This is an optimization exercise on Yosys and OpenROAD, whose aim is small area, not a production implementation.
The RTL was checked by simulation tests, not by an equivalence proof against the original design.
Power is estimated from default activity; no workload was simulated.

[design.v]
module rv32i_aoi222 (
  input  logic a1, a2, b1, b2, c1, c2,
  output logic y
);
  assign y = ~((a1 & a2) | (b1 & b2) | (c1 & c2));
endmodule
module rv32i_rd_slice (
  input  logic [32:0] d,
  input  logic [32:0] s,
  output logic        y
);
  logic [10:0] t;
  for (genvar k = 0; k < 11; k++) begin : g_aoi
    rv32i_aoi222 u_aoi (
      .a1(s[3*k]),   .a2(d[3*k]),
      .b1(s[3*k+1]), .b2(d[3*k+1]),
      .c1(s[3*k+2]), .c2(d[3*k+2]),
      .y (t[k])
    );
  end
  assign y = ~&t;
endmodule
module rv32i_rd_sel (
  input  logic [4:0]  raddr,
  input  logic        we,
  input  logic [4:0]  waddr,
  input  logic [31:1] valid,
  output logic [31:1] sel,
  output logic        byp
);
  assign byp = we && (waddr != 5'd0) && (waddr == raddr);
  for (genvar i = 1; i < 32; i++) begin : g_sel
    assign sel[i] = (raddr == 5'(i)) && valid[i] && !byp;
  end
endmodule
module rv32i_wr_dec (
  input  logic        we,
  input  logic [4:0]  waddr,
  output logic [31:1] wsel
);
  for (genvar i = 1; i < 32; i++) begin : g_wsel
    assign wsel[i] = we && (waddr == 5'(i));
  end
endmodule
module rv32i_pc_inc (
  input  logic [31:0] pc,
  output logic [31:0] pc_plus4
);
  assign pc_plus4 = {pc[31:2] + 30'd1, pc[1:0]};
endmodule
module rv32i_alu (
  input  logic [31:0] a,
  input  logic [31:0] b,
  input  logic [3:0]  op,
  input  logic        us,
  output logic [31:0] y,
  output logic        zero
);
  logic        sub;
  logic [31:0] bb, p, g, s;
  logic [32:0] c;
  assign sub = op[3] | (op == 4'd1);
  assign bb  = b ^ {32{sub}};
  assign p   = a ^ bb;
  assign g   = a & bb;
  logic [31:0] gl [6];
  logic [31:0] pl [6];
  always_comb begin
    gl[0] = g;
    pl[0] = p;
    gl[0][0] = g[0] | (p[0] & sub);
    for (int l = 0; l < 5; l++) begin
      for (int i = 0; i < 32; i++) begin
        if (i[l]) begin
          gl[l+1][i] = gl[l][i] | (pl[l][i] & gl[l][((i >> l) << l) - 1]);
          pl[l+1][i] = pl[l][i] & pl[l][((i >> l) << l) - 1];
        end else begin
          gl[l+1][i] = gl[l][i];
          pl[l+1][i] = pl[l][i];
        end
      end
    end
  end
  assign c = {gl[5], sub};
  assign s = p ^ c[31:0];
  logic lt;
  assign lt = p[31] ? s[31] : (us ? b[31] : a[31]);
  logic        left, fill;
  logic [31:0] x;
  logic [31:0] r [6];
  logic [4:0]  sh;
  assign sh   = b[4:0];
  assign left = (op == 4'd5);
  assign fill = (op == 4'd7) & a[31];
  for (genvar i = 0; i < 32; i++) begin : g_rev
    assign x[i] = left ? a[31-i] : a[i];
  end
  always_comb begin
    r[0] = x;
    for (int l = 0; l < 5; l++) begin
      for (int i = 0; i < 32; i++) begin
        if (i + (1 << l) < 32) r[l+1][i] = sh[l] ? r[l][i + (1 << l)] : r[l][i];
        else                   r[l+1][i] = sh[l] ? fill : r[l][i];
      end
    end
  end
  logic sel_s, sel_p, sel_g, sel_b, sel_r, sel_l, sel_lt;
  assign sel_s  = (op == 4'd0) || (op == 4'd1) || (op >= 4'd10 && op <= 4'd13);
  assign sel_p  = (op == 4'd3) || (op == 4'd4);
  assign sel_g  = (op == 4'd2) || (op == 4'd3);
  assign sel_b  = (op == 4'd9);
  assign sel_r  = (op == 4'd6) || (op == 4'd7);
  assign sel_l  = (op == 4'd5);
  assign sel_lt = (op == 4'd8);
  for (genvar i = 0; i < 32; i++) begin : g_y
    if (i == 0) begin : g_b0
      assign y[i] = (sel_s & s[i]) | (sel_p & p[i]) | (sel_g & g[i]) | (sel_b & b[i]) |
                    (sel_r & r[5][i]) | (sel_l & r[5][31-i]) | (sel_lt & lt);
    end else begin : g_bn
      assign y[i] = (sel_s & s[i]) | (sel_p & p[i]) | (sel_g & g[i]) | (sel_b & b[i]) |
                    (sel_r & r[5][i]) | (sel_l & r[5][31-i]);
    end
  end
  logic z;
  assign z = (y == 32'd0);
  always_comb begin
    case (op)
      4'd11:        zero = !z;
      4'd12:        zero = lt;
      4'd13:        zero = !lt;
      4'd14, 4'd15: zero = 1'b0;
      default:      zero = z;
    endcase
  end
endmodule
module rv32i_datapath_core #(
  parameter int unsigned     XLEN     = 32,
  parameter logic [XLEN-1:0] RESET_PC = '0
) (
  input  logic            clk,
  input  logic            reset_ni,
  input  logic            pc_stall,
  input  logic [XLEN-1:0] pc_next,
  output logic [XLEN-1:0] pc,
  output logic [XLEN-1:0] pc_plus4,
  input  logic            rf_we,
  input  logic [4:0]      rf_waddr,
  input  logic [XLEN-1:0] rf_wdata,
  input  logic [4:0]      rf_raddr1,
  input  logic [4:0]      rf_raddr2,
  output logic [XLEN-1:0] rf_rdata1,
  output logic [XLEN-1:0] rf_rdata2,
  input  logic [XLEN-1:0] alu_a,
  input  logic [XLEN-1:0] alu_b,
  input  logic [3:0]      alu_op,
  input  logic            alu_us,
  output logic [XLEN-1:0] alu_y,
  output logic            alu_zero
);
  localparam int unsigned NREGS = 32;
  always_ff @(posedge clk or negedge reset_ni) begin
    if (!reset_ni) begin
      pc <= RESET_PC;
    end else if (!pc_stall) begin
      pc <= pc_next;
    end
  end
  rv32i_pc_inc u_pc_inc (.pc(pc), .pc_plus4(pc_plus4));
  logic [NREGS-1:1] wsel;
  logic [NREGS-1:1] valid;
  logic [XLEN-1:0]  regs [NREGS-1:1];
  rv32i_wr_dec u_wr_dec (.we(rf_we), .waddr(rf_waddr), .wsel(wsel));
  always_ff @(posedge clk or negedge reset_ni) begin
    if (!reset_ni) begin
      valid <= '0;
    end else begin
      valid <= valid | wsel;
    end
  end
  for (genvar i = 1; i < NREGS; i++) begin : g_word
    always_ff @(posedge clk) begin
      if (wsel[i]) begin
        regs[i] <= rf_wdata;
      end
    end
  end
  logic [NREGS-1:1] rsel1, rsel2;
  logic             byp1, byp2;
  rv32i_rd_sel u_rd_sel1 (.raddr(rf_raddr1), .we(rf_we), .waddr(rf_waddr), .valid(valid),
                          .sel(rsel1), .byp(byp1));
  rv32i_rd_sel u_rd_sel2 (.raddr(rf_raddr2), .we(rf_we), .waddr(rf_waddr), .valid(valid),
                          .sel(rsel2), .byp(byp2));
  for (genvar j = 0; j < XLEN; j++) begin : g_rd
    logic [32:0] d;
    assign d[0] = rf_wdata[j];
    assign d[32] = 1'b0;
    for (genvar i = 1; i < NREGS; i++) begin : g_d
      assign d[i] = regs[i][j];
    end
    rv32i_rd_slice u_rd1 (.d(d), .s({1'b0, rsel1, byp1}), .y(rf_rdata1[j]));
    rv32i_rd_slice u_rd2 (.d(d), .s({1'b0, rsel2, byp2}), .y(rf_rdata2[j]));
  end
  rv32i_alu u_alu (.a(alu_a), .b(alu_b), .op(alu_op), .us(alu_us), .y(alu_y), .zero(alu_zero));
endmodule
[run.sh]
#!/bin/bash
# synth_recipe.tcl (not shown) runs the flow's synth.tcl, then flattens the netlist and writes it again
# the make line also repeats each setting of config.mk as NAME=value (left out here)
make -C /OpenROAD-flow-scripts/flow DESIGN_CONFIG=/design/flow/config.mk WORK_HOME=/design/flow/orfs CLKGATE_MAP_FILE= SYNTH_SCRIPT=/design/flow/synth_recipe.tcl finish
[config.mk]
export PLATFORM = sky130hd
export DESIGN_NAME = rv32i_datapath_core
export DESIGN_NICKNAME = rv32i_datapath_core
export VERILOG_FILES = /design/flow/design.v
export SDC_FILE = /design/flow/constraint.sdc
export NUM_CORES = 4
export LEC_CHECK = 0
export CAP_MARGIN = 20
export CORE_MARGIN = 2
export CORE_UTILIZATION = 55
export SLEW_MARGIN = 20
export SYNTH_HIERARCHICAL = 1
[constraint.sdc]
create_clock -name core_clock -period 8.0 [get_ports {clk}]
set_input_delay 1.6000 -clock core_clock [delete_from_list [all_inputs] [get_ports {clk}]]
set_output_delay 1.6000 -clock core_clock [all_outputs]
set_load 0.01 [all_outputs]
==> flow_summary.json, run 1 <==
{
  "outcome": "failed layout checks",
  "failed_checks": "negative setup slack",
  "holdPathStages": 1,
  "tritoncts": "done",
  "setup_viol": 1,
  "fin_ws_ns": -0.009365,
  "rsz0062_at_grt": "yes",
  "peakVddDrop_uv": 215.7,
  "yosysTopAreaCellShare": 0.6147,
  "r2r-start": "pc[18]$_DFFE_PN0N_",
  "gp_congestion": 1.042,
  "timing.rr.end": "pc[18]$_DFFE_PN0N_",
  "grt_max_degree": 64,
  "seq_area_frac_synth": 0.6473,
  "ant_nets": 0,
  "synth.area.top_cells": "edfxtp_1 61%, a222oi_1 15%, dfrtp_1 3.3%",
  "numPortBuffers": 312,
  "relSlewSlack": 0.2325,
  "slowest_delay_ns": 0.52,
  "cap_viol_max_count": 0,
  "crit_path_frequent_cell": "o211ai_1",
  "drt_pre_antenna_iters": 15,
  "seqCellArea_um2": 31370,
  "root_buffer": "clkbuf_16",
  "routedWlPerCell_um": 40.79,
  "synth_edf_count": 992,
  "design_power_total_uw": 12890,
  "multi_input_area_um2": 17760,
  "hp-class": "reg2reg",
  "clock_latency_ns": 0.69,
  "synth_most_common_cell": "edfxtp_1",
  "yosysTopAreaCell": "edfxtp_1",
  "fp.dieArea_um2": 90500,
  "syn_area_um2": 48460,
  "min_from": "valid[24]$_DFF_PN0_",
  "grt_pass1_vias": 42590,
  "cp-end-kind": "primary output",
  "synth_flop_cell": "edfxtp_1",
  "finalMaxSlewViolations": 0,
  "antenna_found_initial": 17,
  "finalClockSkew_ns": 0,
  "tightest_slew_ns": 1.148,
  "ys_warn_count": 12,
  "grt_use_total": 0.4650,
  "dieWidth_um": 300.8,
  "cts.sinks": 1055,
  "cts.clk_slew.worst_paths_ns": 0.06,
  "post-dp-hpwl_mm": 126.1,
  "synthArstFlopShare": 0.05972,
  "min_period_ns": 8.009,
  "num_vias": 43200,
  "startpoint_type": "input pin",
  "cp_max_fo": 15,
  "row_count": 108,
  "die_h_um": 300.8,
  "syn_to_final_growth_pct": 24.51,
  "r2r_cells": 1,
  "cts_hold_buf": 0,
  "p_leak_uw": 0.01998,
  "cts_buffers": 101,
  "start_util": 0.5568,
  "r2r_setup_slack_ns": 7.10,
  "num_io_pins": 313,
  "cpMaxStageDelayCell": "o211ai_1",
  "yosys-top-cells-count": "992 x edfxtp_1, 725 x a222oi_1, 155 x nand4_1",
  "drive_above_1_share": 0.1902,
  "ys_seq_elements": 1055,
  "netlist_instances": 3201,
  "min_to": "valid[24]$_DFF_PN0_",
  "arrival_ns": 6.41,
  "syn_area_per_cell_um2": 15.14,
  "worstPathRequired_ns": 6.40,
  "finalHoldViolations": 0,
  "critPathKind": "in2out",
  "cts_buffer_depth": 3,
  "grt_pass1_wl_mm": 299.1,
  "core_um2": 87020,
  "avgViaCountPerCell": 8.202,
  "p_per_area_nw_per_um2": 213.7,
  "wl_mm": 214.8,
  "worst-path-buf-inv": 5,
  "fin_crit_sh": 1.001,
  "gr-total-overflow": 0,
  "finalNetCount": 4220,
  "fmax_mhz": 124.9,
  "nFillCells": 5898,
  "fin_util": 0.6933,
  "drcViolationCount": 0,
  "synth_cell_types": 91,
  "h-tree-depth": 3,
  "holdWs_ns": 0.4939,
  "cpLargestDelayFamily": "simple AND/OR/NAND/NOR gates",
  "drtIter0Drc": 11160
}
[sequential cells by signal (all words and copies together) (netlist names)]
register	flops
pc	32
valid	31
regs	992
[cell families (layout without fill, tap and decap cells)]
logic type      Yosys count  after routing  share of synthesized area
compound gates          996            996                     0.1889
xor+xnor                 83             83                    0.01500
fa+ha+maj                38             38                    0.01059
buf+inv                 123            902                    0.01247
flops                  1055           1055                     0.6473
mux                      97             97                    0.03186
other cells               1            133                 0.00007739
simple gates            808            808                    0.09381
[per-module statistics from Yosys (local to each module, per instance)]
module	cells	copies in the design	area [µm²]	flip-flops and latches
rv32i_wr_dec	46	1	230.2	0
rv32i_rd_slice	4	64	23.77	0
rv32i_alu	801	1	5791	0
rv32i_datapath_core	1123	1	32110	1055
rv32i_aoi222	1	704	10.01	0
rv32i_pc_inc	79	1	570.5	0
rv32i_rd_sel	96	2	595.6	0
[metal layers]
metal / up-vias / wire length (µm) / track usage
li1: 16490 / - / -
met1: 20840 / 70040 / 0.5780
met2: 4738 / 92610 / 0.6825
met3: 1116 / 37760 / 0.2002
met4: 21 / 14100 / 0.2594
met5: - / 321 / 0.02063
[layout by cell type (no fill, tap or decap), types with 30 or more instances in the layout]
cell type | netlist | final
or2_2 | 41 | 41
mux4_2 | 31 | 31
nand4_1 | 155 | 155
a22oi_1 | 30 | 30
or3_1 | 71 | 71
buf_12 | 3 | 40
a21oi_1 | 58 | 56
nor2_4 | 0 | 33
nand2_1 | 150 | 149
nor2_1 | 105 | 71
ha_1 | 33 | 32
clkdlybuf4s50_1 | 0 | 296
nand3_1 | 115 | 115
dfrtp_1 | 63 | 63
conb_1 | 1 | 128
edfxtp_1 | 992 | 992
xnor2_1 | 70 | 68
clkbuf_16 | 0 | 101
o21ai_0 | 31 | 31
mux2_4 | 30 | 30
buf_4 | 8 | 339
a222oi_1 | 725 | 725
[layout make-up]
type / count / area share
Sequential cell: 1055 / 0.5199
Multi-Input combinational cell: 2150 / 0.2944
Tap cell: 1155 / 0.02395
Clock inverter: 55 / 0.008793
Clock buffer: 125 / 0.04372
Inverter: 28 / 0.001742
Timing Repair Buffer: 694 / 0.1074
Antenna cell: 5 / 0.0002074
[how the worst max path moves through the flow]
| stage | cells past startpoint | slack (ns) | end | start |
|---|---|---|---|---|
| floorplan | 23 | 0.03 | alu_zero | alu_op[1] |
| global placement | 24 | -1.04 | alu_zero | alu_op[1] |
| detailed placement | 24 | -1.02 | alu_zero | alu_op[1] |
| CTS | 23 | 0.01 | alu_zero | alu_op[3] |
| global route | 25 | -0.20 | alu_zero | alu_op[1] |
| finish | 25 | -0.009 | alu_zero | alu_op[1] |
[timing repair]
action,4_1_cts,5_1_grt
gates resized for setup,19,9
endpoints found under the hold margin,0,0
setup endpoints to repair,2,1
buffers inserted,8,3
pin swaps,14,6
[report_power, final]
| group | total [µW] | leakage, µW | switching (µW) | internal, µW |
|---|---|---|---|---|
| Sequential | 6240 | 0.00966 | 87.1 | 6160 |
| Clock | 4680 | 0.00154 | 2110 | 2570 |
| Combinational | 1970 | 0.00877 | 1120 | 850 |
[stage by stage]
stage	cells	cell area, µm²	setup TNS, ns	worst slack (ns)
after floorplan	3328	48940	0	0.03443
after global placement	5068	56920	-1.035	-1.035
after detailed placement	5068	56920	-1.047	-1.024
after CTS	5256	60220	0	0.01171
after global routing	5263	60320	-0.1954	-0.1954
final	5267	60330	-0.009365	-0.009365
==> run 2: changes to the inputs <==
--- a/design.v
+++ b/design.v
@@ -6,5 +6,11 @@
 endmodule
+module rv32i_aoi22 (
+  input  logic a1, a2, b1, b2,
+  output logic y
+);
+  assign y = ~((a1 & a2) | (b1 & b2));
+endmodule
 module rv32i_rd_slice (
-  input  logic [32:0] d,
-  input  logic [32:0] s,
+  input  logic [31:0] d,
+  input  logic [31:0] s,
   output logic        y
@@ -12,3 +18,3 @@
   logic [10:0] t;
-  for (genvar k = 0; k < 11; k++) begin : g_aoi
+  for (genvar k = 0; k < 10; k++) begin : g_aoi
     rv32i_aoi222 u_aoi (
@@ -20,3 +26,10 @@
   end
+  rv32i_aoi22 u_aoi_l (.a1(s[30]), .a2(d[30]), .b1(s[31]), .b2(d[31]), .y(t[10]));
   assign y = ~&t;
+endmodule
+module rv32i_and3 (
+  input  logic a, b, c,
+  output logic y
+);
+  assign y = a & b & c;
 endmodule
@@ -30,5 +43,13 @@
 );
+  logic [3:0] lo;
+  logic [7:0] hi;
   assign byp = we && (waddr != 5'd0) && (waddr == raddr);
+  for (genvar k = 0; k < 4; k++) begin : g_lo
+    assign lo[k] = (raddr[1:0] == 2'(k));
+  end
+  for (genvar k = 0; k < 8; k++) begin : g_hi
+    assign hi[k] = (raddr[4:2] == 3'(k)) && !byp;
+  end
   for (genvar i = 1; i < 32; i++) begin : g_sel
-    assign sel[i] = (raddr == 5'(i)) && valid[i] && !byp;
+    rv32i_and3 u_a (.a(lo[i % 4]), .b(hi[i / 4]), .c(valid[i]), .y(sel[i]));
   end
@@ -50,14 +71,9 @@
 endmodule
-module rv32i_alu (
-  input  logic [31:0] a,
-  input  logic [31:0] b,
-  input  logic [3:0]  op,
-  input  logic        us,
-  output logic [31:0] y,
-  output logic        zero
-);
-  logic        sub;
-  logic [31:0] bb, p, g, s;
+module rv32i_alu_add (
+  input  logic [31:0] a, b,
+  input  logic        sub,
+  output logic [31:0] p, g, s
+);
+  logic [31:0] bb;
   logic [32:0] c;
-  assign sub = op[3] | (op == 4'd1);
   assign bb  = b ^ {32{sub}};
@@ -85,23 +101,54 @@
   assign s = p ^ c[31:0];
+endmodule
+module rv32i_mux2i (
+  input  logic a, b, s,
+  output logic y
+);
+  assign y = ~(s ? b : a);
+endmodule
+module rv32i_aoi21 (
+  input  logic a1, a2, b1,
+  output logic y
+);
+  assign y = ~((a1 & a2) | b1);
+endmodule
+module rv32i_alu_shr (
+  input  logic [31:0] a,
+  input  logic [4:0]  sh,
+  input  logic        left, fill,
+  output logic [31:0] r
+);
+  logic [31:0] v [6];
+  logic [4:0]  shn, fk;
+  for (genvar i = 0; i < 32; i++) begin : g_rev
+    rv32i_mux2i u_m (.a(a[i]), .b(a[31-i]), .s(left), .y(v[0][i]));
+  end
+  for (genvar l = 0; l < 5; l++) begin : g_st
+    assign shn[l] = ~sh[l];
+    assign fk[l]  = sh[l] & ((l % 2 == 0) ? ~fill : fill);
+    for (genvar i = 0; i < 32; i++) begin : g_b
+      if (i + (1 << l) < 32) begin : g_m
+        rv32i_mux2i u_m (.a(v[l][i]), .b(v[l][i + (1 << l)]), .s(sh[l]), .y(v[l+1][i]));
+      end else begin : g_f
+        rv32i_aoi21 u_f (.a1(shn[l]), .a2(v[l][i]), .b1(fk[l]), .y(v[l+1][i]));
+      end
+    end
+  end
+  assign r = v[5];
+endmodule
+module rv32i_alu (
+  input  logic [31:0] a,
+  input  logic [31:0] b,
+  input  logic [3:0]  op,
+  input  logic        us,
+  output logic [31:0] y,
+  output logic        zero
+);
+  logic        sub;
+  logic [31:0] p, g, s, r;
+  assign sub = op[3] | (op == 4'd1);
+  rv32i_alu_add u_add (.a(a), .b(b), .sub(sub), .p(p), .g(g), .s(s));
   logic lt;
   assign lt = p[31] ? s[31] : (us ? b[31] : a[31]);
-  logic        left, fill;
-  logic [31:0] x;
-  logic [31:0] r [6];
-  logic [4:0]  sh;
-  assign sh   = b[4:0];
-  assign left = (op == 4'd5);
-  assign fill = (op == 4'd7) & a[31];
-  for (genvar i = 0; i < 32; i++) begin : g_rev
-    assign x[i] = left ? a[31-i] : a[i];
-  end
-  always_comb begin
-    r[0] = x;
-    for (int l = 0; l < 5; l++) begin
-      for (int i = 0; i < 32; i++) begin
-        if (i + (1 << l) < 32) r[l+1][i] = sh[l] ? r[l][i + (1 << l)] : r[l][i];
-        else                   r[l+1][i] = sh[l] ? fill : r[l][i];
-      end
-    end
-  end
+  rv32i_alu_shr u_shr (.a(a), .sh(b[4:0]), .left(op == 4'd5), .fill((op == 4'd7) & a[31]), .r(r));
   logic sel_s, sel_p, sel_g, sel_b, sel_r, sel_l, sel_lt;
@@ -114,9 +161,10 @@
   assign sel_lt = (op == 4'd8);
+  logic [31:0] t1, t2;
   for (genvar i = 0; i < 32; i++) begin : g_y
+    rv32i_aoi222 u_t1 (.a1(sel_s), .a2(s[i]), .b1(sel_p), .b2(p[i]), .c1(sel_g), .c2(g[i]), .y(t1[i]));
+    rv32i_aoi222 u_t2 (.a1(sel_b), .a2(b[i]), .b1(sel_r), .b2(r[i]), .c1(sel_l), .c2(r[31-i]), .y(t2[i]));
     if (i == 0) begin : g_b0
-      assign y[i] = (sel_s & s[i]) | (sel_p & p[i]) | (sel_g & g[i]) | (sel_b & b[i]) |
-                    (sel_r & r[5][i]) | (sel_l & r[5][31-i]) | (sel_lt & lt);
+      assign y[i] = ~(t1[i] & t2[i] & ~(sel_lt & lt));
     end else begin : g_bn
-      assign y[i] = (sel_s & s[i]) | (sel_p & p[i]) | (sel_g & g[i]) | (sel_b & b[i]) |
-                    (sel_r & r[5][i]) | (sel_l & r[5][31-i]);
+      assign y[i] = ~(t1[i] & t2[i]);
     end
@@ -193,5 +241,4 @@
   for (genvar j = 0; j < XLEN; j++) begin : g_rd
-    logic [32:0] d;
+    logic [31:0] d;
     assign d[0] = rf_wdata[j];
-    assign d[32] = 1'b0;
     for (genvar i = 1; i < NREGS; i++) begin : g_d
@@ -199,4 +246,4 @@
     end
-    rv32i_rd_slice u_rd1 (.d(d), .s({1'b0, rsel1, byp1}), .y(rf_rdata1[j]));
-    rv32i_rd_slice u_rd2 (.d(d), .s({1'b0, rsel2, byp2}), .y(rf_rdata2[j]));
+    rv32i_rd_slice u_rd1 (.d(d), .s({rsel1, byp1}), .y(rf_rdata1[j]));
+    rv32i_rd_slice u_rd2 (.d(d), .s({rsel2, byp2}), .y(rf_rdata2[j]));
   end
--- a/config.mk
+++ b/config.mk
@@ -7,6 +7,11 @@
 export LEC_CHECK = 0
-export CAP_MARGIN = 20
+export CAP_MARGIN = 5
 export CORE_MARGIN = 2
-export CORE_UTILIZATION = 55
-export SLEW_MARGIN = 20
+export CORE_UTILIZATION = 40
+export CTS_BUF_LIST = sky130_fd_sc_hd__clkbuf_4 sky130_fd_sc_hd__clkbuf_8
+export CTS_CLUSTER_DIAMETER = 50
+export CTS_CLUSTER_SIZE = 16
+export PLACE_DENSITY = 0.75
+export SETUP_SLACK_MARGIN = 0.3
+export SLEW_MARGIN = 5
 export SYNTH_HIERARCHICAL = 1
==> flow_summary.json, run 2 <==
{
  "dieWidth_um": 347.7,
  "arrival_ns": 6.13,
  "yosysTopAreaCellShare": 0.6303,
  "grt_max_degree": 64,
  "ys_warn_count": 14,
  "wl_met3_mm": 30.96,
  "core_um2": 117600,
  "stdcell_count": 5187,
  "syn_to_final_growth_pct": 20.43,
  "finalClockSkew_ns": 0,
  "cp_max_fo": 4,
  "fin_ws_ns": 0.2659,
  "worstPathRequired_ns": 6.40,
  "syn_area_per_cell_um2": 16.30,
  "reg.largest.list": "regs: 992 flops, pc: 32 flops, valid: 31 flops",
  "finalMaxSlewViolations": 0,
  "highest_layer": "met5",
  "min_period_ns": 7.734,
  "antenna_found_initial": 11,
  "p_per_area_nw_per_um2": 192.7,
  "fin_util": 0.4839,
  "wl_mm": 179.7,
  "gr-total-overflow": 0,
  "grt_pass1_vias": 38190,
  "avgViaCountPerCell": 7.429,
  "startpoint_type": "input pin",
  "cts_buffers": 84,
  "fin_crit_sh": 0.9668,
  "dp.cells": 5026,
  "synth_cell_types": 71,
  "fp.dieArea_um2": 120900,
  "met1_length_mm": 58.80,
  "p_leak_uw": 0.01899,
  "hp-class": "reg2reg",
  "fmax_mhz": 129.3,
  "drt_pre_antenna_iters": 14,
  "dr_wl_met2_mm": 78.98,
  "final_cell_mix": "992 x edfxtp_1, 704 x a222oi_1, 306 x buf_4",
  "cts.clk_slew.worst_paths_ns": 0.08,
  "post-dp-hpwl_mm": 108.8,
  "num_io_pins": 313,
  "clock_latency_ns": 0.70,
  "largest_register": "regs",
  "numPortBuffers": 312,
  "gp_congestion": 0.9291,
  "peakVddDrop_uv": 142.4,
  "dp_slack_ns": -0.4724,
  "cts_buffer_depth": 3,
  "tritoncts": "done",
  "drtIter0Drc": 9760,
  "syn_area_um2": 47260,
  "row_count": 126,
  "h-tree-depth": 3,
  "synth_edf_count": 992,
  "start_util": 0.4018,
  "outcome": "finished clean",
  "routedWlPerCell_um": 34.65,
  "cts_hold_buf": 0,
  "relSlewSlack": 0.08420,
  "tightest_slew_ns": 1.374,
  "critPathKind": "in2out",
  "netlist_instances": 2900,
  "nFillCells": 9841,
  "drive_above_1_share": 0.2077,
  "cp-end-kind": "primary output",
  "setup_viol": 0,
  "ant_nets": 0,
  "yosysTopAreaCell": "edfxtp_1",
  "largest_reg_flops": 992,
  "drcViolationCount": 0,
  "synth_most_common_cell": "edfxtp_1",
  "synth.area.top_cells": "edfxtp_1 63%, a222oi_1 15%, mux2i_1 3.5%",
  "finalNetCount": 3799,
  "yosys-top-cells-count": "992 x edfxtp_1, 704 x a222oi_1, 163 x mux2i_1",
  "cap_viol_max_count": 0,
  "ys_seq_elements": 1055,
  "grt_pass1_wl_mm": 251.9,
  "final_common_cell": "edfxtp_1",
  "seq_area_frac_synth": 0.6637,
  "synth_flop_cell": "edfxtp_1",
  "root_buffer": "clkbuf_8",
  "holdWs_ns": 0.4884,
  "num_vias": 38530,
  "cts.sinks": 1055,
  "grt_use_total": 0.2830,
  "rsz0062_at_grt": "yes",
  "die_h_um": 347.7,
  "synthArstFlopShare": 0.05972,
  "finalHoldViolations": 0
}
## run 2: power breakdown
part	total, µW	internal, µW	leakage, µW	switching [µW]
Combinational	1810	845	0.00854	968
Sequential	6230	6150	0.00966	82.0
Clock	2930	1120	0.000786	1800
Total	11000	8120	0.0190	2850
## run 2: worst paths after layout
kind                                     startpoint                  end  slack, ns  cells past startpoint
min in group asynchronous                  reset_ni   pc[11]$_DFFE_PN0N_       1.06                      2
max in group asynchronous                  reset_ni  valid[10]$_DFF_PN0_       6.39                      2
worst max-delay path                      alu_op[1]             alu_zero       0.27                     24
worst min-delay path            valid[10]$_DFF_PN0_  valid[10]$_DFF_PN0_       0.49                      1
worst max register to register   pc[13]$_DFFE_PN0N_   pc[13]$_DFFE_PN0N_       7.11                      1
worst min register to register  valid[10]$_DFF_PN0_  valid[10]$_DFF_PN0_       0.49                      1
## run 2: cell type report
class	count	area, µm²	area share
tap	1536	1922	0.03377
clock inverter	23	274.0	0.004814
clock buffer	93	1236	0.02172
timing repair buffer	643	5863	0.1030
inverter	23	86.33	0.001517
sequential	1055	31370	0.5511
multi-input combinational	1802	16140	0.2835
antenna	12	30.03	0.0005276
## run 2: per-layer routing
layer | vias to the layer above | global-route usage
met5 | - | 0.01040
met2 | 3952 | 0.4358
met1 | 18640 | 0.3466
li1 | 15110 | -
met4 | 16 | 0.1474
met3 | 817 | 0.1053
## run 2: cells by family after synthesis
| family | after synthesis | share of synthesized area |
|---|---|---|
| flip-flops | 1055 | 0.6637 |
| adder cells (fa/ha/maj) | 38 | 0.01085 |
| AO/OA/AOI/OAI | 880 | 0.1845 |
| buffers and inverters | 43 | 0.005136 |
| multiplexers | 197 | 0.04532 |
| AND/OR/NAND/NOR | 595 | 0.07347 |
| XOR/XNOR | 92 | 0.01705 |
## run 2: through the flow
step | power, µW | instance area [µm²] | TNS, ns
floorplan | 7082 | 47270 | 0
global placement | 8036 | 54910 | -0.4749
detailed placement | 8065 | 54910 | -0.4724
CTS | 10890 | 56700 | 0
global route | 11240 | 56890 | 0
finish | 10970 | 56910 | 0
## run 2: worst max-delay path, stage by stage
cell           delay, ns
dlygate4sd2_1       0.25
nand2b_4            0.16
o21bai_4            0.21
buf_4               0.19
mux2i_1             0.09
fa_1                0.39
nand2b_4            0.16
a21o_4              0.22
a21oi_4             0.24
buf_6               0.14
a31oi_4             0.13
buf_6               0.15
o21bai_4            0.16
a21oi_2             0.08
xnor2_1             0.12
a222oi_1            0.40
nand4_1             0.21
nor4_2              0.33
buf_4               0.16
nand4_1             0.09
buf_4               0.16
a211o_1             0.24
o2111ai_2           0.08
buf_2               0.16
## run 2: repair_timing
item,4_1_cts,5_1_grt
pin swaps,22,25
buffers inserted,24,7
gates cloned,1,1
setup endpoints to repair,1,26
resized for setup,22,22
## run 2: per-module statistics from Yosys (local to each module, per instance), a selection
module / cell area, µm² / flops+latches / times used
rv32i_aoi222: 10.01 / 0 / 704
rv32i_and3: 6.256 / 0 / 62
rv32i_pc_inc: 620.6 / 0 / 1
rv32i_rd_sel: 214.0 / 0 / 2
rv32i_alu: 454.2 / 0 / 1
rv32i_alu_add: 1734 / 0 / 1
rv32i_wr_dec: 230.2 / 0 / 1
rv32i_rd_slice: 23.77 / 0 / 64
rv32i_mux2i: 10.01 / 0 / 161
rv32i_alu_shr: 50.05 / 0 / 1
rv32i_aoi22: 12.51 / 0 / 64
==> run 3: changes to the inputs <==
==> flow/run.sh (new file) <==
#!/bin/bash
# Standard ORFS layout (the standard.sh, standard synthesis unchanged) with:
# - port buffers of the smallest buffer cell instead of ORFS's default pick;
# - clock tree from clkbuf_4/clkbuf_8 with small sink clusters, without dummy
#   balancing loads.
set -euo pipefail
bash standard.sh \
  "BUFFER_PORTS_ARGS=-buffer_cell sky130_fd_sc_hd__buf_1" \
  "CTS_ARGS=-sink_clustering_enable -repair_clock_nets -dont_use_dummy_load -buf_list {sky130_fd_sc_hd__clkbuf_4 sky130_fd_sc_hd__clkbuf_8} -sink_clustering_size 16 -sink_clustering_max_diameter 50" \
  finish > standard.log 2>&1
==> standard.sh (new file) <==
#!/bin/bash
# synth_recipe.tcl (not shown) runs the flow's synth.tcl, then flattens the netlist and writes it again
# the make line also repeats each setting of config.mk as NAME=value (left out here)
make -C /OpenROAD-flow-scripts/flow DESIGN_CONFIG=/design/flow/config.mk WORK_HOME=/design/flow/orfs CLKGATE_MAP_FILE= SYNTH_SCRIPT=/design/flow/synth_recipe.tcl "${@:-finish}"
--- a/config.mk
+++ b/config.mk
@@ -10,5 +10,2 @@
 export CORE_UTILIZATION = 40
-export CTS_BUF_LIST = sky130_fd_sc_hd__clkbuf_4 sky130_fd_sc_hd__clkbuf_8
-export CTS_CLUSTER_DIAMETER = 50
-export CTS_CLUSTER_SIZE = 16
 export PLACE_DENSITY = 0.75
removed: run.sh
==> flow_summary.json, run 3 <==
{
  "outcome": "finished clean",
  "hp-class": "reg2reg",
  "yosysTopAreaCell": "edfxtp_1",
  "syn_area_per_cell_um2": 16.30,
  "worst-path-buf-inv": 5,
  "cpMaxStageDelayCell": "a222oi_1",
  "cts_buffers": 83,
  "finalClockSkew_ns": 0,
  "cap_viol_max_count": 0,
  "tightest_slew_ns": 1.398,
  "cts_buffer_depth": 3,
  "syn_area_um2": 47260,
  "grt_use_total": 0.2716,
  "p_per_area_nw_per_um2": 193.1,
  "p_leak_uw": 0.01707,
  "drt_pre_antenna_iters": 17,
  "cp-end-kind": "primary output",
  "drive_above_1_share": 0.1657,
  "peakVddDrop_uv": 140.6,
  "numPortBuffers": 312,
  "reg.largest.list": "regs: 992 flops, pc: 32 flops, valid: 31 flops",
  "clock_latency_ns": 0.65,
  "cts.sinks": 1055,
  "design_power_total_uw": 10260,
  "setup_tns_ns": 0,
  "antenna_found_initial": 5,
  "rsz0062_at_grt": "no",
  "cp_max_fo": 4,
  "num_vias": 37570,
  "synth_flop_cell": "edfxtp_1",
  "post-dp-hpwl_mm": 104.4,
  "finalNetCount": 3619,
  "synth_edf_count": 992,
  "fp.dieArea_um2": 120900,
  "grt_max_degree": 64,
  "dieWidth_um": 347.7,
  "seq_area_frac_synth": 0.6637,
  "largest_register": "regs",
  "routedWlPerCell_um": 34.97,
  "largest_reg_flops": 992,
  "die_h_um": 347.7,
  "relSlewSlack": 0.06783,
  "ys_warn_count": 14,
  "synth_most_common_cell": "edfxtp_1",
  "row_count": 126,
  "path_cells": "buf_1 > nand2b_4 > o21bai_4 > buf_6 > xor2_2 > inv_1 > fa_2 > nand2b_4 > a21o_2 > a21oi_4 > a31oi_4 > buf_4 > o21bai_4 > a21oi_2 > xnor2_1 > a222oi_1 > nand4_1 > nor4_2 > nand4_1 > a211o_1 > o2111ai_2 > buf_2",
  "yosysTopAreaCellShare": 0.6303,
  "wl_mm": 173.6,
  "dp_slack_ns": 0.3072,
  "setup_viol": 0,
  "gp_congestion": 0.9447,
  "syn_to_final_growth_pct": 12.43,
  "startpoint_type": "input pin",
  "fmax_mhz": 131.6,
  "drtIter0Drc": 10550,
  "cpLargestDelayFamily": "compound AO/OA/AOI/OAI gates",
  "r2r_setup_slack_ns": 7.12,
  "finalMaxSlewViolations": 0,
  "synth.area.top_cells": "edfxtp_1 63%, a222oi_1 15%, mux2i_1 3.5%",
  "ys_seq_elements": 1055,
  "synthArstFlopShare": 0.05972,
  "cts_hold_buf": 0,
  "nFillCells": 10270,
  "arrival_ns": 6.00,
  "min_period_ns": 7.599,
  "netlist_instances": 2900,
  "root_buffer": "clkbuf_8",
  "critPathKind": "in2out",
  "holdWs_ns": 0.4782,
  "synth_cell_types": 71,
  "finalHoldViolations": 0,
  "tritoncts": "done",
  "final_cell_mix": "992 x edfxtp_1, 704 x a222oi_1, 303 x buf_1",
  "avgViaCountPerCell": 7.565,
  "start_util": 0.4018,
  "grt_pass1_vias": 36290,
  "worstPathRequired_ns": 6.40,
  "ant_nets": 0,
  "grt_pass1_wl_mm": 242.8,
  "drcViolationCount": 0,
  "slowest_delay_ns": 0.46,
  "h-tree-depth": 3,
  "cts.clk_slew.worst_paths_ns": 0.07,
  "num_io_pins": 313,
  "fin_crit_sh": 0.9499,
  "final_common_cell": "edfxtp_1",
  "gr-total-overflow": 0,
  "fin_ws_ns": 0.4007,
  "yosys-top-cells-count": "992 x edfxtp_1, 704 x a222oi_1, 163 x mux2i_1",
  "core_um2": 117600
}
-- run 3: logic make-up (layout without fill, tap and decap cells) --
group           Yosys count  count (layout)  synth area share
compound gates          880             880            0.1845
xor+xnor                 92              92           0.01705
fa+ha+maj                38              38           0.01085
buf+inv                  43             570          0.005136
flops                  1055            1055            0.6637
mux                     197             197           0.04532
other cells               0               3                 0
simple gates            595             595           0.07347
-- run 3: metal layers --
layer | global-route usage | share of wire | up-vias
met4 | 0.1454 | 0.061 | 4
met3 | 0.07903 | 0.17 | 733
met5 | 0.004802 | 0.00034 | -
li1 | - | - | 14680
met1 | 0.3510 | 0.33 | 18220
met2 | 0.4126 | 0.43 | 3931
-- run 3: power by group --
group | internal [µW] | total (µW) | switching, µW
clock network | 928 | 2590 | 1660
logic | 512 | 1450 | 939
registers | 6140 | 6230 | 81.3
total | 7580 | 10300 | 2680
-- run 3: layout make-up --
cell class	instances	area [µm²]	area share
sequential	1055	31370	0.5903
multi-input combinational	1802	16190	0.3048
timing repair buffer	464	2419	0.04552
tap	1536	1922	0.03617
clock buffer	83	1142	0.02150
inverter	23	86.33	0.001625
antenna	3	7.507	0.0001413
-- run 3: path summary, 6_finish.rpt --
kind	from	end	cells past startpoint
max in group asynchronous	reset_ni	pc[15]$_DFFE_PN0N_	2
worst min register to register	valid[27]$_DFF_PN0_	valid[27]$_DFF_PN0_	1
min in group asynchronous	reset_ni	pc[11]$_DFFE_PN0N_	2
worst max register to register	pc[6]$_DFFE_PN0N_	pc[6]$_DFFE_PN0N_	1
worst min-delay path	valid[27]$_DFF_PN0_	valid[27]$_DFF_PN0_	1
worst max-delay path	alu_op[1]	alu_zero	22
-- run 3: what timing repair did --
| action | in CTS | in global routing |
|---|---|---|
| cloned | 0 | 3 |
| buffers inserted | 0 | 21 |
| setup endpoints to repair | 1 | 1 |
| gates resized for setup | 1 | 45 |
| pin swaps | 0 | 37 |
-- run 3: metrics by stage --
| stage | utilization | instance area [µm²] | std cells |
|---|---|---|---|
| after floorplan | - | 47270 | 2900 |
| after global placement | 0.4381 | 51530 | 4855 |
| after detailed placement | 0.4381 | 51530 | 4855 |
| after CTS | 0.4479 | 52670 | 4938 |
| after global routing | 0.4518 | 53130 | 4964 |
| final | 0.4518 | 53130 | 4966 |
-- run 3: modules after synthesis, one instance, submodules excluded --
module	cells inside	cell area (µm²)	copies in the design	flip-flops and latches
rv32i_wr_dec	46	230.2	1	0
rv32i_aoi22	1	12.51	64	0
rv32i_rd_slice	4	23.77	64	0
rv32i_alu_shr	10	50.05	1	0
rv32i_rd_sel	31	214.0	2	0
rv32i_mux2i	1	10.01	161	0
rv32i_aoi222	1	10.01	704	0
rv32i_aoi21	1	8.758	31	0
rv32i_datapath_core	1122	32100	1	1055
rv32i_alu	82	454.2	1	0
rv32i_pc_inc	89	620.6	1	0
rv32i_alu_add	211	1734	1	0
rv32i_and3	1	6.256	62	0
==> run 4: changes to the inputs <==
--- a/design.v
+++ b/design.v
@@ -65,2 +65,9 @@
 endmodule
+module rv32i_ha (
+  input  logic a, b,
+  output logic s, c
+);
+  assign s = a ^ b;
+  assign c = a & b;
+endmodule
 module rv32i_pc_inc (
@@ -69,3 +76,29 @@
 );
-  assign pc_plus4 = {pc[31:2] + 30'd1, pc[1:0]};
+  logic [4:0] ao, ci;
+  logic [30:2] c;
+  for (genvar k = 0; k < 5; k++) begin : g_grp
+    assign ao[k] = &pc[2+6*k +: 6];
+  end
+  assign ci[0] = 1'b1;
+  for (genvar k = 1; k < 5; k++) begin : g_ci
+    assign ci[k] = ci[k-1] & ao[k-1];
+  end
+  for (genvar k = 0; k < 5; k++) begin : g_rip
+    for (genvar i = 0; i < 6; i++) begin : g_b
+      localparam int B = 2 + 6*k + i;
+      if (i == 0) begin : g_f
+        if (k == 0) begin : g_0
+          assign pc_plus4[B] = ~pc[B];
+          assign c[B] = pc[B];
+        end else begin : g_n
+          rv32i_ha u_ha (.a(pc[B]), .b(ci[k]), .s(pc_plus4[B]), .c(c[B]));
+        end
+      end else if (B == 31) begin : g_t
+        assign pc_plus4[B] = pc[B] ^ c[B-1];
+      end else begin : g_r
+        rv32i_ha u_ha (.a(pc[B]), .b(c[B-1]), .s(pc_plus4[B]), .c(c[B]));
+      end
+    end
+  end
+  assign pc_plus4[1:0] = pc[1:0];
 endmodule
@@ -108,3 +141,3 @@
 endmodule
-module rv32i_aoi21 (
+module rv32i_oai21 (
   input  logic a1, a2, b1,
@@ -112,3 +145,3 @@
 );
-  assign y = ~((a1 & a2) | b1);
+  assign y = ~((a1 | a2) & b1);
 endmodule
@@ -121,3 +154,3 @@
   logic [31:0] v [6];
-  logic [4:0]  shn, fk;
+  logic [4:0]  fk;
   for (genvar i = 0; i < 32; i++) begin : g_rev
@@ -126,4 +159,3 @@
   for (genvar l = 0; l < 5; l++) begin : g_st
-    assign shn[l] = ~sh[l];
-    assign fk[l]  = sh[l] & ((l % 2 == 0) ? ~fill : fill);
+    assign fk[l]  = ~(sh[l] & ((l % 2 == 0) ? fill : ~fill));
     for (genvar i = 0; i < 32; i++) begin : g_b
@@ -132,3 +164,3 @@
       end else begin : g_f
-        rv32i_aoi21 u_f (.a1(shn[l]), .a2(v[l][i]), .b1(fk[l]), .y(v[l+1][i]));
+        rv32i_oai21 u_f (.a1(sh[l]), .a2(v[l][i]), .b1(fk[l]), .y(v[l+1][i]));
       end
==> flow_summary.json, run 4 <==
{
  "p_leak_uw": 0.01719,
  "post-dp-hpwl_mm": 104.4,
  "drtIter0Drc": 8685,
  "r2r_cells": 1,
  "peakVddDrop_uv": 157.0,
  "synth_most_common_cell": "edfxtp_1",
  "tritoncts": "done",
  "largest_reg_flops": 992,
  "dp_slack_ns": 0.1807,
  "grt_pass1_wl_mm": 239.5,
  "grt_use_total": 0.2695,
  "yosys-top-cells-count": "992 x edfxtp_1, 704 x a222oi_1, 164 x mux2i_1",
  "synth_flop_cell": "edfxtp_1",
  "netlist_instances": 2857,
  "drt_pre_antenna_iters": 14,
  "largest_register": "regs",
  "ys_warn_count": 14,
  "internal_power_uw": 7554,
  "tightest_slew_ns": 1.342,
  "p_per_area_nw_per_um2": 192.8,
  "finalHoldViolations": 0,
  "holdPathStages": 1,
  "root_buffer": "clkbuf_8",
  "grtUsageMet2": 0.4350,
  "cts_buffer_depth": 3,
  "cts_buffers": 80,
  "busiest_layer": "met2",
  "critPathKind": "in2out",
  "gr-total-overflow": 0,
  "min_period_ns": 7.603,
  "start_util": 0.4035,
  "seq_area_frac_synth": 0.6679,
  "p_switching_uw": 2637,
  "use_met1": 0.3167,
  "cap_viol_max_count": 0,
  "synth.area.top_cells": "edfxtp_1 63%, a222oi_1 15%, mux2i_1 3.5%",
  "numPortBuffers": 312,
  "reg.largest.list": "regs: 992 flops, pc: 32 flops, valid: 31 flops",
  "cp-end-kind": "primary output",
  "hp-class": "reg2reg",
  "row_count": 125,
  "cp_max_fo": 6,
  "setup_tns_ns": 0,
  "fp.dieArea_um2": 120100,
  "final_common_cell": "edfxtp_1",
  "ys_seq_elements": 1055,
  "grt_max_degree": 64,
  "outcome": "finished clean",
  "dieWidth_um": 346.6,
  "syn_to_final_growth_pct": 12.57,
  "fmax_mhz": 131.5,
  "syn_area_um2": 46960,
  "p_clk_frac": 0.249,
  "clock_latency_ns": 0.68,
  "finalNetCount": 3619,
  "relSlewSlack": 0.1031,
  "cpMaxStageDelayCell": "fa_1",
  "cts.clk_slew.worst_paths_ns": 0.06,
  "grt_pass1_vias": 36420,
  "yosysTopAreaCell": "edfxtp_1",
  "synth_cell_types": 70,
  "fin_crit_sh": 0.9504,
  "syn_area_per_cell_um2": 16.44,
  "power.share.switching": 0.2587,
  "wl_mm": 170.2,
  "synthArstFlopShare": 0.05972,
  "antenna_found_initial": 9,
  "routedWlPerCell_um": 34.54,
  "num_io_pins": 313,
  "h-tree-depth": 3,
  "drive_above_1_share": 0.1550,
  "num_vias": 37050,
  "synth_edf_count": 992,
  "avgViaCountPerCell": 7.519,
  "path_cells": "buf_6 > nand2b_4 > o21bai_4 > buf_12 > buf_12 > xor2_2 > ha_1 > o211ai_1 > buf_4 > a21oi_1 > o21a_1 > o21ai_0 > nand2b_1 > fa_1 > xor2_1 > a222oi_1 > nand4_1 > nor4_2 > nand4_1 > a211o_1 > o2111ai_2 > buf_2",
  "comb_power_share": 0.140,
  "arrival_ns": 6.00,
  "grt_util_met3": 0.07832,
  "final_cell_mix": "992 x edfxtp_1, 704 x a222oi_1, 299 x buf_1",
  "worstPathRequired_ns": 6.40,
  "core_um2": 116400,
  "fin_ws_ns": 0.3970,
  "sequentialPowerShare": 0.610,
  "ant_nets": 0,
  "slowest_delay_ns": 0.41,
  "drcViolationCount": 0,
  "startpoint_type": "input pin",
  "setup_viol": 0,
  "die_h_um": 346.6,
  "finalMaxSlewViolations": 0,
  "cts.sinks": 1055,
  "yosysTopAreaCellShare": 0.6344,
  "gp_congestion": 0.9552,
  "rsz0062_at_grt": "yes",
  "finalClockSkew_ns": 0
}
run 4: cell types whose count changed in the layout (fill, tap and decap cells not counted), moves of 6 or more:
cell,delta
ha_1,+32
nand2_1,-6
a21oi_2,-33
buf_4,+20
o21ai_1,+31
xor2_1,-8
o21ai_0,-6
and4_1,-6
xnor2_1,-19
nor3_1,-7
run 4: final cells by class:
class	count	area, µm²
fill	10070	63500
sequential	1055	31370
multi-input combinational	1759	15830
timing repair buffer	481	2556
tap	1524	1907
clock buffer	80	1101
inverter	25	93.84
antenna	4	10.01
run 4: kinds of logic after synthesis:
| family | after synthesis | synth area share |
|---|---|---|
| AOI/OAI and AO/OA | 878 | 0.1832 |
| xor gates and xnor gates | 62 | 0.01156 |
| adders and majority gates | 65 | 0.01812 |
| buffers and inverters | 43 | 0.004929 |
| DFF | 1055 | 0.6679 |
| muxes | 198 | 0.04583 |
| and+or+nand+nor | 556 | 0.06840 |
run 4: through the flow:
step	hold WS, ns	instance area [µm²]	power, µW	instances	utilization
2_1_floorplan	0.4452	46960	7058	2857	-
3_3_place_gp	0.4580	51330	7660	4816	0.4411
3_5_place_dp	0.4626	51330	7679	4816	0.4411
4_1_cts	0.4779	52560	10110	4908	0.4517
5_1_grt	0.4913	52850	10450	4925	0.4542
6_report	0.4809	52860	10190	4928	0.4543
run 4: modules after synthesis, one instance, submodules excluded, excerpt:
module               cell area [µm²]  cells  times used
rv32i_mux2i                    10.01      1         161
rv32i_alu                      454.2     82           1
rv32i_aoi22                    12.51      1          64
rv32i_and3                     6.256      1          62
rv32i_aoi222                   10.01      1         704
rv32i_alu_add                   1725    216           1
rv32i_alu_shr                  23.77      5           1
rv32i_ha                       12.51      1          28
rv32i_datapath_core            32100   1122           1
rv32i_oai21                    5.005      1          31
run 4: per-layer routing:
layer,vias up,routed length [µm]
met5,-,61
met4,8,12010
met3,824,25690
met2,3788,78280
met1,17840,54190
li1,14590,-
run 4: path summary, 6_finish.rpt:
| path | endpoint | slack [ns] | start |
|---|---|---|---|
| setup / recovery | alu_zero | 0.40 | alu_op[1] |
| hold / removal | valid[18]$_DFF_PN0_ | 0.48 | valid[18]$_DFF_PN0_ |
| setup reg to reg | pc[13]$_DFFE_PN0N_ | 7.15 | pc[13]$_DFFE_PN0N_ |
| hold reg to reg | valid[18]$_DFF_PN0_ | 0.48 | valid[18]$_DFF_PN0_ |
| max in group asynchronous | valid[6]$_DFF_PN0_ | 6.37 | reset_ni |
| min in group asynchronous | pc[31]$_DFFE_PN0N_ | 1.06 | reset_ni |
run 4: repair_timing:
item                                    CTS  global route
gates cloned                              0             1
pin swaps                                11            23
hold buffers                              0             0
setup buffers                            12            14
gates resized for setup                   9            27
endpoints found under the setup margin    1             1
run 4: worst max-delay path: cells and delay by family:
family | cells | cell delay (ns)
buf+inv | 5 | 0.73
simple gates | 5 | 1.04
fa+ha+maj | 2 | 0.69
xor+xnor | 2 | 0.28
compound gates | 8 | 1.65
run 4: power by group through the flow:
stage / Sequential (µW) / Combinational, µW / Clock [µW]
after global placement: 6330 / 1330 / 0
after global routing: 6230 / 1500 / 2720
after detailed placement: 6340 / 1340 / 0
after floorplan: 6330 / 731 / 0
after CTS: 6220 / 1370 / 2530
final: 6220 / 1430 / 2540
==> run 5: changes to the inputs <==
==> flow/run.sh (replaced) <==
#!/bin/bash
# Standard ORFS layout (the standard.sh, standard synthesis unchanged) with:
# - port buffers of the smallest buffer cell instead of ORFS's default pick;
# - clock tree from clkbuf_4 with small sink clusters, without dummy
#   balancing loads.
set -euo pipefail
bash standard.sh \
  "BUFFER_PORTS_ARGS=-buffer_cell sky130_fd_sc_hd__buf_1" \
  "CTS_ARGS=-sink_clustering_enable -repair_clock_nets -dont_use_dummy_load -buf_list {sky130_fd_sc_hd__clkbuf_4} -sink_clustering_size 10 -sink_clustering_max_diameter 40" \
  finish > standard.log 2>&1
--- a/config.mk
+++ b/config.mk
@@ -11,3 +11,3 @@
 export PLACE_DENSITY = 0.75
-export SETUP_SLACK_MARGIN = 0.3
+export SETUP_SLACK_MARGIN = 0.2
 export SLEW_MARGIN = 5
==> flow_summary.json, run 5 <==
{
  "ys_warn_count": 14,
  "slowest_delay_ns": 0.48,
  "min_period_ns": 7.652,
  "synth_cell_types": 70,
  "seq_area_frac_synth": 0.6679,
  "gr-total-overflow": 0,
  "hp-class": "reg2reg",
  "num_io_pins": 313,
  "largest_register": "regs",
  "fin_util": 0.4521,
  "startpoint_type": "input pin",
  "largest_reg_flops": 992,
  "finalHoldViolations": 0,
  "grt_pass1_wl_mm": 240.2,
  "critPathKind": "in2out",
  "cts_hold_buf": 0,
  "synthArstFlopShare": 0.05972,
  "internal_power_uw": 7394,
  "p_per_area_nw_per_um2": 191.2,
  "final_common_cell": "edfxtp_1",
  "grt_use_total": 0.2711,
  "cts.clk_slew.worst_paths_ns": 0.06,
  "rsz0062_at_grt": "yes",
  "die_h_um": 346.6,
  "avgViaCountPerCell": 7.520,
  "ant_nets": 0,
  "antenna_found_initial": 8,
  "multi_input_area_um2": 15800,
  "relSlewSlack": 0.1380,
  "cts_buffer_depth": 3,
  "syn_to_final_growth_pct": 12.04,
  "tritoncts": "done",
  "cap_viol_max_count": 0,
  "drive_above_1_share": 0.1638,
  "cts_buffers": 130,
  "clock_latency_ns": 0.97,
  "drt_pre_antenna_iters": 15,
  "p_clk_frac": 0.241,
  "sequentialPowerShare": 0.618,
  "post-dp-hpwl_mm": 104.4,
  "synth_flop_cell": "edfxtp_1",
  "finalClockSkew_ns": 0,
  "numPortBuffers": 312,
  "p_switching_uw": 2667,
  "core_um2": 116400,
  "ys_seq_elements": 1055,
  "grt_pass1_vias": 36750,
  "cp_max_fo": 8,
  "path_cells": "clkbuf_2 > o21bai_4 > buf_12 > buf_12 > buf_4 > xor2_2 > ha_1 > nand3_2 > o22ai_1 > o21ai_2 > a31oi_4 > o21ai_2 > o21a_1 > xnor2_1 > a222oi_1 > nand4_1 > nor4_2 > buf_4 > nand4_1 > a211o_1 > o2111ai_2 > buf_2",
  "arrival_ns": 6.05,
  "netlist_instances": 2857,
  "root_buffer": "clkbuf_4",
  "yosys-top-cells-count": "992 x edfxtp_1, 704 x a222oi_1, 164 x mux2i_1",
  "routedWlPerCell_um": 34.40,
  "grt_util_met3": 0.08572,
  "dieWidth_um": 346.6,
  "syn_area_um2": 46960,
  "synth_edf_count": 992,
  "seqCellArea_um2": 31370,
  "use_met1": 0.3162,
  "setup_tns_ns": 0,
  "yosysTopAreaCell": "edfxtp_1",
  "synth_most_common_cell": "edfxtp_1",
  "syn_area_per_cell_um2": 16.44,
  "comb_power_share": 0.140,
  "final_cell_mix": "992 x edfxtp_1, 704 x a222oi_1, 299 x buf_1",
  "cts.sinks": 1055,
  "fin_crit_sh": 0.9565,
  "tightest_slew_ns": 1.293,
  "h-tree-depth": 4,
  "wl_mm": 171.0,
  "gp_congestion": 0.9552,
  "start_util": 0.4035,
  "grt_max_degree": 64,
  "fp.dieArea_um2": 120100,
  "reg.largest.list": "regs: 992 flops, pc: 32 flops, valid: 31 flops",
  "drcViolationCount": 0,
  "drtIter0Drc": 9026,
  "grtUsageMet2": 0.4355,
  "worstPathRequired_ns": 6.40,
  "cpMaxStageDelayCell": "a222oi_1",
  "busiest_layer": "met2",
  "nFillCells": 10130,
  "p_leak_uw": 0.01714,
  "synth.area.top_cells": "edfxtp_1 63%, a222oi_1 15%, mux2i_1 3.5%",
  "row_count": 125,
  "yosysTopAreaCellShare": 0.6344,
  "finalMaxSlewViolations": 0,
  "fmax_mhz": 130.7,
  "cp-end-kind": "primary output",
  "peakVddDrop_uv": 193.9,
  "finalNetCount": 3657,
  "outcome": "finished clean",
  "power.share.switching": 0.2650,
  "setup_viol": 0,
  "num_vias": 37380
}
## run 5: cell count changes in the layout (fill, tap and decap cells not counted), sizes merged
| cell | before | now |
|---|---|---|
| buf | 471 | 458 |
| clkbuf | 90 | 141 |
| diode | 4 | 8 |
## run 5: cell type report
cell class / instances / share of cell area
flip-flops and latches: 1055 / 0.5962
multi-input cells: 1759 / 0.3003
repair buffers: 469 / 0.04654
well taps: 1524 / 0.03624
clock buffers: 130 / 0.01855
inverters: 25 / 0.001784
diodes: 8 / 0.0003805
## run 5: cells by family after synthesis
family | after synthesis | share of synthesized area
AO/OA/AOI/OAI | 878 | 0.1832
XOR/XNOR | 62 | 0.01156
adder cells (fa/ha/maj) | 65 | 0.01812
buffers and inverters | 43 | 0.004929
flip-flops | 1055 | 0.6679
multiplexers | 198 | 0.04583
AND/OR/NAND/NOR | 556 | 0.06840
## run 5: path summary, 6_finish.rpt
check                               startpoint                   to  slack (ns)  depth (start not counted)
setup reg to reg            pc[13]$_DFFE_PN0N_   pc[13]$_DFFE_PN0N_        7.15                          1
max in group asynchronous             reset_ni   valid[6]$_DFF_PN0_        6.67                          2
hold / removal             valid[18]$_DFF_PN0_  valid[18]$_DFF_PN0_        0.48                          1
hold reg to reg            valid[18]$_DFF_PN0_  valid[18]$_DFF_PN0_        0.48                          1
min in group asynchronous             reset_ni   pc[19]$_DFFE_PN0N_        0.73                          2
setup / recovery                     alu_op[3]             alu_zero        0.35                         22
## run 5: critical path: cells and delay by family
kind,cells,cell delay [ns]
compound gates,9,2.17
xor+xnor,2,0.30
fa+ha+maj,1,0.37
buf+inv,6,0.84
simple gates,4,0.77
## run 5: power groups by stage
| stage | clock [µW] | sequential [µW] | combinational, µW |
|---|---|---|---|
| 2_1_floorplan | 0 | 6330 | 731 |
| 3_3_place_gp | 0 | 6330 | 1330 |
| 3_5_place_dp | 0 | 6340 | 1340 |
| 4_1_cts | 2420 | 6220 | 1350 |
| 5_1_grt | 2630 | 6230 | 1480 |
| 6_report | 2430 | 6220 | 1410 |
## run 5: modules after synthesis (local to each module, per instance)
module / copies in the design / flip-flops and latches
rv32i_alu: 1 / 0
rv32i_alu_add: 1 / 0
rv32i_alu_shr: 1 / 0
rv32i_and3: 62 / 0
rv32i_aoi22: 64 / 0
rv32i_aoi222: 704 / 0
rv32i_datapath_core: 1 / 1055
rv32i_ha: 28 / 0
rv32i_mux2i: 161 / 0
rv32i_oai21: 31 / 0
rv32i_pc_inc: 1 / 0
rv32i_rd_sel: 2 / 0
rv32i_rd_slice: 64 / 0
rv32i_wr_dec: 1 / 0
## run 5: repair_timing
item,4_1_cts,5_1_grt
gates resized for setup,2,32
gates cloned,0,0
endpoints found under the setup margin,1,1
setup buffers,1,14
pin swaps,7,26
## run 5: through the flow
stage                     worst slack (ns)  instance area (µm²)  instances  hold WS, ns  power (µW)
after floorplan                     0.4589                46960       2857       0.4452        7058
after detailed placement            0.1807                51330       4816       0.4626        7679
after CTS                           0.2008                52320       4947       0.4790        9984
after global placement              0.2436                51330       4816       0.4580        7660
final                               0.3483                52610       4970       0.4832       10060
after global routing               0.07752                52600       4966       0.4928       10340
## run 5: routing by layer
metal	part of all wire	wire length, µm	vias to the layer above
li1	-	-	14730
met1	0.32	54650	18040
met2	0.46	78030	3754
met3	0.15	25960	853
met4	0.071	12190	6
met5	0.00080	136	-

## what the ideal ports hide
The results above use ideal ports. As a check the final layouts listed here were re-extracted and re-timed, cells and wires unchanged.
Step 1 sets driving cells, clkbuf_16 on the clock port and buf_2 on the other inputs (assumed; they add their load-dependent delay and slew).
Step 2 also shifts input and output timing later by t, the mid clock arrival at the registers, as if the neighbouring blocks saw the same clock.
Three values: no drivers, after step 1, after step 2; two values: the first two.
| run | t (ns) | slack for setup (ns) | hold slack, ns | worst setup path after step 2 | worst slew at a driven data input, ns |
|---|---|---|---|---|---|
| run 1 | 0.774 | -0.009 / -0.038 / -0.038 | 0.494 / 0.494 / 0.494 | input to output | 0.16 |
| run 2 | 0.810 | 0.266 / 0.240 / 0.240 | 0.488 / 0.488 / 0.488 | input to output | 0.22 |
| run 3 | 0.764 | 0.401 / 0.376 / 0.376 | 0.478 / 0.478 / 0.478 | input to output | 0.13 |
| run 4 | 0.780 | 0.397 / 0.363 / 0.363 | 0.481 / 0.481 / 0.481 | input to output | 0.14 |
| run 5 | 1.079 | 0.348 / 0.315 / 0.315 | 0.483 / 0.483 / 0.483 | input to output | 0.15 |
The setup slack of run 4, which loses most, moves by -0.034 ns with the drivers and by -0.034 ns with both steps.
